This design comes from an exercise in tuning for small area and a short achievable clock period on the open sky130 flow, not from production work.
At most, simulation tests tie the RTL to the original design; equivalence was not proved.

==> module rsi_top, before the edit <==
module rsi_top
(
    input  logic   clk,
    input  logic   reset,
    input  logic [16-1:0] price,
    input  logic   price_valid,
    input  logic   eod,
    output logic   rsi_valid,
    output logic [7-1:0]   rsi,
    output logic   buy,
    output logic   sell
);
    localparam int PW    = 16;
    localparam int SW    = 20;
    localparam int N     = 14;
    localparam int QW    = 7;
    localparam int XW    = 27;
    logic          take;
    logic [PW-1:0] prev;
    logic          have_prev;
    logic [3:0]    cnt;           
    logic [PW:0]   diff;
    logic          up;            
    logic [PW-1:0] code;          
    logic          mv_valid;
    logic          mv_first, mv_full, mv_out;
    logic          mv_up;
    logic [PW-1:0] mv_code;
    assign take = price_valid && !eod;
    assign diff = {1'b0, price} - {1'b0, prev};
    assign up   = !diff[PW];
    assign code = diff[PW-1:0] ^ {PW{!up}};
    always_ff @(posedge clk) begin
        if (take) prev <= price;
        mv_code  <= code;
        mv_up    <= up;
        mv_first <= (cnt == 4'd0);
        mv_full  <= (cnt == 4'(N));
        mv_out   <= (cnt >= 4'(N - 1));
    end
    always_ff @(posedge clk or posedge reset) begin
        if (reset) begin
            have_prev <= 1'b0;
            cnt       <= '0;
            mv_valid  <= 1'b0;
        end else if (eod) begin
            have_prev <= 1'b0;
            cnt       <= '0;
            mv_valid  <= 1'b0;
        end else begin
            mv_valid <= take && have_prev;
            if (take) have_prev <= 1'b1;
            if (take && have_prev && cnt != 4'(N)) cnt <= cnt + 4'd1;
        end
    end
    logic [PW:0]   win [N];       
    logic [SW-1:0] tsum, gsum;
    logic          sums_valid;
    logic [PW-1:0] old_code;
    logic          old_up;
    logic [SW-1:0] t_base, g_base;
    logic [SW-1:0] t_next, g_next;
    logic [PW-1:0] g_new, g_old;
    assign old_code = mv_full ? win[N-1][PW-1:0] : '0;
    assign old_up   = mv_full ? win[N-1][PW]     : 1'b1;
    assign t_base   = mv_first ? '0 : tsum;
    assign g_base   = mv_first ? '0 : gsum;
    assign g_new    = mv_up ? mv_code : '0;
    assign g_old    = old_up ? old_code : '0;
    logic [SW-1:0] new_ext, old_ext, gn_ext, go_ext;
    assign new_ext = {{(SW-PW){1'b0}}, mv_code};
    assign old_ext = {{(SW-PW){1'b0}}, old_code};
    assign gn_ext  = {{(SW-PW){1'b0}}, g_new};
    assign go_ext  = {{(SW-PW){1'b0}}, g_old};
    assign t_next = t_base + new_ext + ~old_ext + {{(SW-1){1'b0}}, !mv_up} + {{(SW-1){1'b0}}, old_up};
    assign g_next = g_base + gn_ext - go_ext;
    always_ff @(posedge clk) begin
        if (mv_valid) begin
            win[0] <= {mv_up, mv_code};
            for (int i = 1; i < N; i++) win[i] <= win[i-1];
            tsum <= t_next;
            gsum <= g_next;
        end
    end
    always_ff @(posedge clk or posedge reset) begin
        if (reset) sums_valid <= 1'b0;
        else       sums_valid <= mv_valid && mv_out;
    end
    localparam logic [6:0] REG_AFTER = 7'b1111110;
    localparam bit         MUL_REG   = 1'b1;
    logic [XW-1:0] dvd;
    logic [SW-1:0] dvs;
    logic          dv_valid;
    generate
        if (MUL_REG) begin : g_mul_reg
            always_ff @(posedge clk) begin
                dvd <= XW'(gsum) * XW'(100);
                dvs <= tsum;
            end
            always_ff @(posedge clk or posedge reset) begin
                if (reset) dv_valid <= 1'b0;
                else       dv_valid <= sums_valid;
            end
        end else begin : g_mul_wire
            assign dvd      = XW'(gsum) * XW'(100);
            assign dvs      = tsum;
            assign dv_valid = sums_valid;
        end
    endgenerate
    logic [SW:0]   hi_in  [7];    
    logic [XW-1:0] lo_in  [7];    
    logic [SW-1:0] dv_in  [7];
    logic [6:0]    q_in   [7];
    logic          v_in   [7];
    logic [SW-1:0] hi_out [7];
    logic [6:0]    q_out  [7];
    logic [SW-1:0] hi_r   [7];
    logic [XW-1:0] lo_r   [7];
    logic [SW-1:0] dv_r   [7];
    logic [6:0]    q_r    [7];
    logic          v_r    [7];
    genvar j;
    generate
        for (j = 6; j >= 0; j--) begin : g_step
            logic [SW:0] trial;
            logic        fits;
            if (j == 6) begin : g_first
                assign hi_in[j] = dvd[XW-1:6];
                assign lo_in[j] = XW'(dvd[5:0]);
                assign dv_in[j] = dvs;
                assign q_in[j]  = '0;
                assign v_in[j]  = dv_valid;
            end else begin : g_next
                logic [SW-1:0] h;
                logic [XW-1:0] l;
                logic [SW-1:0] d;
                logic [6:0]    q;
                logic          v;
                if (REG_AFTER[j+1]) begin : g_reg
                    assign h = hi_r[j+1];
                    assign l = lo_r[j+1];
                    assign d = dv_r[j+1];
                    assign q = q_r[j+1];
                    assign v = v_r[j+1];
                end else begin : g_wire
                    assign h = hi_out[j+1];
                    assign l = lo_in[j+1];
                    assign d = dv_in[j+1];
                    assign q = q_out[j+1];
                    assign v = v_in[j+1];
                end
                assign hi_in[j] = {h, l[j]};
                assign lo_in[j] = l;
                assign dv_in[j] = d;
                assign q_in[j]  = q;
                assign v_in[j]  = v;
            end
            assign trial     = hi_in[j] - {1'b0, dv_in[j]};
            assign fits      = !trial[SW];
            assign hi_out[j] = fits ? trial[SW-1:0] : hi_in[j][SW-1:0];
            assign q_out[j]  = q_in[j] | (7'(fits) << j);
            if (REG_AFTER[j]) begin : g_preg
                always_ff @(posedge clk) begin
                    hi_r[j] <= hi_out[j];
                    lo_r[j] <= XW'(lo_in[j][(j > 0 ? j : 1)-1:0]);
                    dv_r[j] <= dv_in[j];
                    q_r[j]  <= q_out[j];
                end
                always_ff @(posedge clk or posedge reset) begin
                    if (reset) v_r[j] <= 1'b0;
                    else       v_r[j] <= v_in[j];
                end
            end
        end
    endgenerate
    logic [6:0] q_fin;
    logic       v_fin;
    logic [6:0] rsi_d;
    assign q_fin = q_out[0];
    assign v_fin = v_in[0];
    assign rsi_d = (q_fin == 7'd127) ? 7'd50 : q_fin;
    always_ff @(posedge clk) begin
        rsi <= rsi_d;
    end
    always_ff @(posedge clk or posedge reset) begin
        if (reset) begin
            rsi_valid <= 1'b0;
            buy       <= 1'b0;
            sell      <= 1'b0;
        end else begin
            rsi_valid <= v_fin;
            buy       <= v_fin && (rsi_d < 7'(30));
            sell      <= v_fin && (rsi_d > 7'(70));
        end
    end
endmodule
make LEC_CHECK=0 CAP_MARGIN=20 CORE_MARGIN=2 CORE_UTILIZATION=40 SLEW_MARGIN=20 finish   # period 6.5 ns
run.sh (not shown) runs the stock make flow with config.mk's settings and CLKGATE_MAP_FILE= SYNTH_SCRIPT=/design/flow/synth_recipe.tcl, a recipe that flattens the netlist after the stock synthesis.
The first run finished clean.
Next try:
--- a/flow/design.v
+++ b/flow/design.v
@@ -83,33 +83,15 @@
         end
     end
     always_ff @(posedge clk or posedge reset) begin
         if (reset) sums_valid <= 1'b0;
         else       sums_valid <= mv_valid && mv_out;
     end
-    localparam logic [6:0] REG_AFTER = 7'b1111110;
-    localparam bit         MUL_REG   = 1'b1;
+    localparam logic [6:0] REG_AFTER = 7'b0101010;
     logic [XW-1:0] dvd;
-    logic [SW-1:0] dvs;
-    logic          dv_valid;
-    generate
-        if (MUL_REG) begin : g_mul_reg
-            always_ff @(posedge clk) begin
-                dvd <= XW'(gsum) * XW'(100);
-                dvs <= tsum;
-            end
-            always_ff @(posedge clk or posedge reset) begin
-                if (reset) dv_valid <= 1'b0;
-                else       dv_valid <= sums_valid;
-            end
-        end else begin : g_mul_wire
-            assign dvd      = XW'(gsum) * XW'(100);
-            assign dvs      = tsum;
-            assign dv_valid = sums_valid;
-        end
-    endgenerate
+    assign dvd = XW'(gsum) * XW'(100);
     logic [SW:0]   hi_in  [7];    
     logic [XW-1:0] lo_in  [7];    
     logic [SW-1:0] dv_in  [7];
     logic [6:0]    q_in   [7];
     logic          v_in   [7];
     logic [SW-1:0] hi_out [7];
@@ -124,15 +106,15 @@
         for (j = 6; j >= 0; j--) begin : g_step
             logic [SW:0] trial;
             logic        fits;
             if (j == 6) begin : g_first
                 assign hi_in[j] = dvd[XW-1:6];
                 assign lo_in[j] = XW'(dvd[5:0]);
-                assign dv_in[j] = dvs;
+                assign dv_in[j] = tsum;
                 assign q_in[j]  = '0;
-                assign v_in[j]  = dv_valid;
+                assign v_in[j]  = sums_valid;
             end else begin : g_next
                 logic [SW-1:0] h;
                 logic [XW-1:0] l;
                 logic [SW-1:0] d;
                 logic [6:0]    q;
                 logic          v;
With this change the flow finished but failed the layout checks on negative setup slack. Via count went up by 1.1%. Die area went down by 13%. Wire length went up by about 11%. Final cell count went down by 1.7%. Synthesized area went down by 14%. Sequential cell count went down by 184. Clock skew went up by 0.031 ns. Fmax went down by about 40%. Synthesized cell count went down by 7.1%. Register-to-register slack loses 3.2 ns.
Function not checked in the first run of this note: the RTL went through the layout flow alone.

========
The RTL this note starts from:
==> flow/design.v <==
module rsi_top
(
    input  logic   clk,
    input  logic   reset,
    input  logic [16-1:0] price,
    input  logic   price_valid,
    input  logic   eod,
    output logic   rsi_valid,
    output logic [7-1:0]   rsi,
    output logic   buy,
    output logic   sell
);
    localparam int PW = 16;    
    localparam int SW = 20;      
    localparam int N  = 14;     
    localparam int XW = 27;      
    localparam int RW = SW + 1;          
    logic          take;
    logic [PW-1:0] prev;
    logic          have_prev;
    logic [3:0]    cnt;           
    logic [PW:0]   diff;
    logic          up;            
    logic [PW-1:0] code;          
    logic          mv_valid;
    logic          mv_first, mv_full, mv_out;
    logic          mv_up;
    logic [PW-1:0] mv_code;
    assign take = price_valid && !eod;
    assign diff = {1'b0, price} - {1'b0, prev};
    assign up   = !diff[PW];
    assign code = diff[PW-1:0] ^ {PW{!up}};
    always_ff @(posedge clk) begin
        if (take) prev <= price;
        mv_code  <= code;
        mv_up    <= up;
        mv_first <= take && have_prev && (cnt == 4'd0);
        mv_full  <= take && have_prev && (cnt == 4'(N));
        mv_out   <= (cnt >= 4'(N - 1));
    end
    always_ff @(posedge clk or posedge reset) begin
        if (reset) begin
            have_prev <= 1'b0;
            cnt       <= '0;
            mv_valid  <= 1'b0;
        end else if (eod) begin
            have_prev <= 1'b0;
            cnt       <= '0;
            mv_valid  <= 1'b0;
        end else begin
            mv_valid <= take && have_prev;
            if (take) have_prev <= 1'b1;
            if (take && have_prev && cnt != 4'(N)) cnt <= cnt + 4'd1;
        end
    end
    logic [PW:0]   win [N];       
    logic [SW-1:0] tsum, gsum;
    logic          sums_valid;
    logic [PW-1:0] old_code;
    logic          old_up;
    logic [SW-1:0] t_base, g_base;
    logic [SW-1:0] t_b, t_c, t_s, t_cy;
    logic [SW-1:0] g_b, g_c, g_s, g_cy;
    logic [SW:0]   t_wide, g_wide;
    logic [PW-1:0] new_code;
    logic          new_nup;
    assign new_code = mv_valid ? mv_code : '0;
    assign new_nup  = mv_valid && !mv_up;
    assign old_code = mv_full ? win[N-1][PW-1:0] : '0;
    assign old_up   = mv_full ? win[N-1][PW]     : 1'b1;
    assign t_base   = mv_first ? '0 : tsum;
    assign g_base   = mv_first ? '0 : gsum;
    assign t_b  = {{(SW-PW){1'b0}}, new_code};
    assign t_c  = ~{{(SW-PW){1'b0}}, old_code};
    assign t_s  = t_base ^ t_b ^ t_c;
    assign t_cy = {(t_base[SW-2:0] & t_b[SW-2:0]) | (t_base[SW-2:0] & t_c[SW-2:0]) |
                   (t_b[SW-2:0] & t_c[SW-2:0]), new_nup};
    assign t_wide = {t_s, 1'b1} + {t_cy, old_up};
    assign g_b  = (mv_valid && mv_up) ? {{(SW-PW){1'b0}}, mv_code} : '0;
    assign g_c  = ~((old_up ? {{(SW-PW){1'b0}}, old_code} : '0));
    assign g_s  = g_base ^ g_b ^ g_c;
    assign g_cy = {(g_base[SW-2:0] & g_b[SW-2:0]) | (g_base[SW-2:0] & g_c[SW-2:0]) |
                   (g_b[SW-2:0] & g_c[SW-2:0]), 1'b1};
    assign g_wide = {1'b0, g_s} + {1'b0, g_cy};
    always_ff @(posedge clk) begin
        if (mv_valid) begin
            win[0] <= {mv_up, mv_code};
            for (int i = 1; i < N; i++) win[i] <= win[i-1];
        end
        tsum <= t_wide[SW:1];
        gsum <= g_wide[SW-1:0];
    end
    always_ff @(posedge clk or posedge reset) begin
        if (reset) sums_valid <= 1'b0;
        else       sums_valid <= mv_valid && mv_out;
    end
    logic [XW-1:0] x_a, x_b, x_c, x_s, x_cy, x_sum;
    logic [XW-1:2] m_x;           
    logic [SW-1:0] m_t;
    logic          m_v;
    assign x_a   = XW'(gsum) << 6;
    assign x_b   = XW'(gsum) << 5;
    assign x_c   = XW'(gsum) << 2;
    assign x_s   = x_a ^ x_b ^ x_c;
    assign x_cy  = {(x_a[XW-2:0] & x_b[XW-2:0]) | (x_a[XW-2:0] & x_c[XW-2:0]) |
                    (x_b[XW-2:0] & x_c[XW-2:0]), 1'b0};
    assign x_sum = x_s + x_cy;
    always_ff @(posedge clk) begin
        m_x <= x_sum[XW-1:2];
        m_t <= tsum;
    end
    always_ff @(posedge clk or posedge reset) begin
        if (reset) m_v <= 1'b0;
        else       m_v <= sums_valid;
    end
    logic [RW-1:0] d_r [1:6];     
    logic [SW-1:0] d_t [1:6];
    logic [5:2]    d_x [1:6];     
    logic [6:0]    d_q [1:6];     
    logic          d_v [1:6];
    logic [6:0]    q_last;        
    logic          v_last;
    logic [RW+1:0] r6_wide;
    assign r6_wide = {1'b0, m_x[XW-1:6], 1'b1} + {~{2'b00, m_t}, 1'b1};
    always_ff @(posedge clk) begin
        d_r[6] <= r6_wide[RW:1];
        d_t[6] <= m_t;
        d_x[6] <= m_x[5:2];
        d_q[6] <= '0;
    end
    always_ff @(posedge clk or posedge reset) begin
        if (reset) d_v[6] <= 1'b0;
        else       d_v[6] <= m_v;
    end
    genvar j;
    generate
        for (j = 5; j >= 0; j--) begin : g_step
            logic          neg;
            logic          xin;
            logic [RW:0]   addend;
            logic [RW+1:0] wide;
            logic [RW-1:0] r_new;
            logic [6:0]    q_new;
            assign neg    = d_r[j+1][RW-1];
            assign xin    = (j >= 2) ? d_x[j+1][(j >= 2) ? j : 2] : 1'b0;
            assign addend = neg ? {2'b00, d_t[j+1]} : ~{2'b00, d_t[j+1]};
            assign wide   = {d_r[j+1], xin, 1'b1} + {addend, !neg};
            assign r_new  = wide[RW:1];
            assign q_new  = d_q[j+1] | (7'(!neg) << (j + 1));
            if (j > 0) begin : g_reg
                always_ff @(posedge clk) begin
                    d_r[j] <= r_new;
                    d_t[j] <= d_t[j+1];
                    d_x[j] <= d_x[j+1];
                    d_q[j] <= q_new;
                end
                always_ff @(posedge clk or posedge reset) begin
                    if (reset) d_v[j] <= 1'b0;
                    else       d_v[j] <= d_v[j+1];
                end
            end else begin : g_last
                assign q_last = q_new | 7'(!r_new[RW-1]);
                assign v_last = d_v[1];
            end
        end
    endgenerate
    logic [6:0] q_fin;
    logic [6:0] rsi_d;
    assign q_fin = q_last;
    assign rsi_d = (q_fin == 7'd127) ? 7'd50 : q_fin;
    always_ff @(posedge clk) begin
        rsi <= rsi_d;
    end
    always_ff @(posedge clk or posedge reset) begin
        if (reset) begin
            rsi_valid <= 1'b0;
            buy       <= 1'b0;
            sell      <= 1'b0;
        end else begin
            rsi_valid <= v_last;
            buy       <= v_last && (rsi_d < 7'(30));
            sell      <= v_last && (rsi_d > 7'(70));
        end
    end
endmodule
clock: 6.5 ns
lec_check: 0
cap_margin: 20
core_margin: 2
core_utilization: 40
setup_slack_margin: 3.0
slew_margin: 20
The baseline ran to the end with no violations.
==> next run, changes <==
--- a/flow/design.v
+++ b/flow/design.v
@@ -32,12 +32,12 @@
     assign code = diff[PW-1:0] ^ {PW{!up}};
     always_ff @(posedge clk) begin
         if (take) prev <= price;
         mv_code  <= code;
         mv_up    <= up;
-        mv_first <= take && have_prev && (cnt == 4'd0);
-        mv_full  <= take && have_prev && (cnt == 4'(N));
+        mv_first <= (cnt == 4'd0);
+        mv_full  <= (cnt == 4'(N));
         mv_out   <= (cnt >= 4'(N - 1));
     end
     always_ff @(posedge clk or posedge reset) begin
         if (reset) begin
             have_prev <= 1'b0;
@@ -60,37 +60,33 @@
     logic          old_up;
     logic [SW-1:0] t_base, g_base;
     logic [SW-1:0] t_b, t_c, t_s, t_cy;
     logic [SW-1:0] g_b, g_c, g_s, g_cy;
     logic [SW:0]   t_wide, g_wide;
-    logic [PW-1:0] new_code;
-    logic          new_nup;
-    assign new_code = mv_valid ? mv_code : '0;
-    assign new_nup  = mv_valid && !mv_up;
     assign old_code = mv_full ? win[N-1][PW-1:0] : '0;
     assign old_up   = mv_full ? win[N-1][PW]     : 1'b1;
     assign t_base   = mv_first ? '0 : tsum;
     assign g_base   = mv_first ? '0 : gsum;
-    assign t_b  = {{(SW-PW){1'b0}}, new_code};
+    assign t_b  = {{(SW-PW){1'b0}}, mv_code};
     assign t_c  = ~{{(SW-PW){1'b0}}, old_code};
     assign t_s  = t_base ^ t_b ^ t_c;
     assign t_cy = {(t_base[SW-2:0] & t_b[SW-2:0]) | (t_base[SW-2:0] & t_c[SW-2:0]) |
-                   (t_b[SW-2:0] & t_c[SW-2:0]), new_nup};
+                   (t_b[SW-2:0] & t_c[SW-2:0]), !mv_up};
     assign t_wide = {t_s, 1'b1} + {t_cy, old_up};
-    assign g_b  = (mv_valid && mv_up) ? {{(SW-PW){1'b0}}, mv_code} : '0;
+    assign g_b  = mv_up ? {{(SW-PW){1'b0}}, mv_code} : '0;
     assign g_c  = ~((old_up ? {{(SW-PW){1'b0}}, old_code} : '0));
     assign g_s  = g_base ^ g_b ^ g_c;
     assign g_cy = {(g_base[SW-2:0] & g_b[SW-2:0]) | (g_base[SW-2:0] & g_c[SW-2:0]) |
                    (g_b[SW-2:0] & g_c[SW-2:0]), 1'b1};
     assign g_wide = {1'b0, g_s} + {1'b0, g_cy};
     always_ff @(posedge clk) begin
         if (mv_valid) begin
             win[0] <= {mv_up, mv_code};
             for (int i = 1; i < N; i++) win[i] <= win[i-1];
+            tsum <= t_wide[SW:1];
+            gsum <= g_wide[SW-1:0];
         end
-        tsum <= t_wide[SW:1];
-        gsum <= g_wide[SW-1:0];
     end
     always_ff @(posedge clk or posedge reset) begin
         if (reset) sums_valid <= 1'b0;
         else       sums_valid <= mv_valid && mv_out;
     end
What happened: Routed wire length goes down by 0.72%; design area went up by 1.6%; worst setup slack gets worse by 0.17 ns; clock-buffer cell count drops by 3; non-clock buffer count grows by 34; sequential share of layout area rose by 0.43 points; global-route usage hardly moves; die area went down by 0.75%; clock skew came out higher by 0.0090 ns; first-iteration DRC count is higher by 35%; via count goes down by 3.9%; critical path depth does not change.
The RTL of the second run of this note was laid out without a check of its function.

what the ideal ports hide:
Ports are ideal in the flow. The routed layouts listed here were re-timed in OpenROAD.
Step 1 sets driving cells, clkbuf_16 on the clock port and buf_2 on the other inputs (assumed; they add their load-dependent delay and slew).
Step 2, shift: input delay + t, output delay - t, t = (earliest + latest rising clock arrival at the registers) / 2. This alone moves slack from input paths to output paths.
Slacks: ideal ports / drivers / drivers and shift; pairs: ideal ports / drivers.
run	t (ns)	setup WS [ns]	worst setup path at the end	clock arrival spread, ns
the first run of note 1	0.653	2.148 / 2.148 / 1.765	input to register	0.022 / 0.021
the second run of note 1	0.654	-1.047 / -1.047 / -1.047	register to register	0.051 / 0.052
the first run of note 2	0.659	2.958 / 2.958 / 2.457	input to register	0.023 / 0.024
the second run of note 2	0.656	2.789 / 2.789 / 2.502	input to register	0.030 / 0.030
The setup slack of the first run of note 2, which loses most, moves by 0.000 ns with the drivers and by -0.501 ns with both steps.
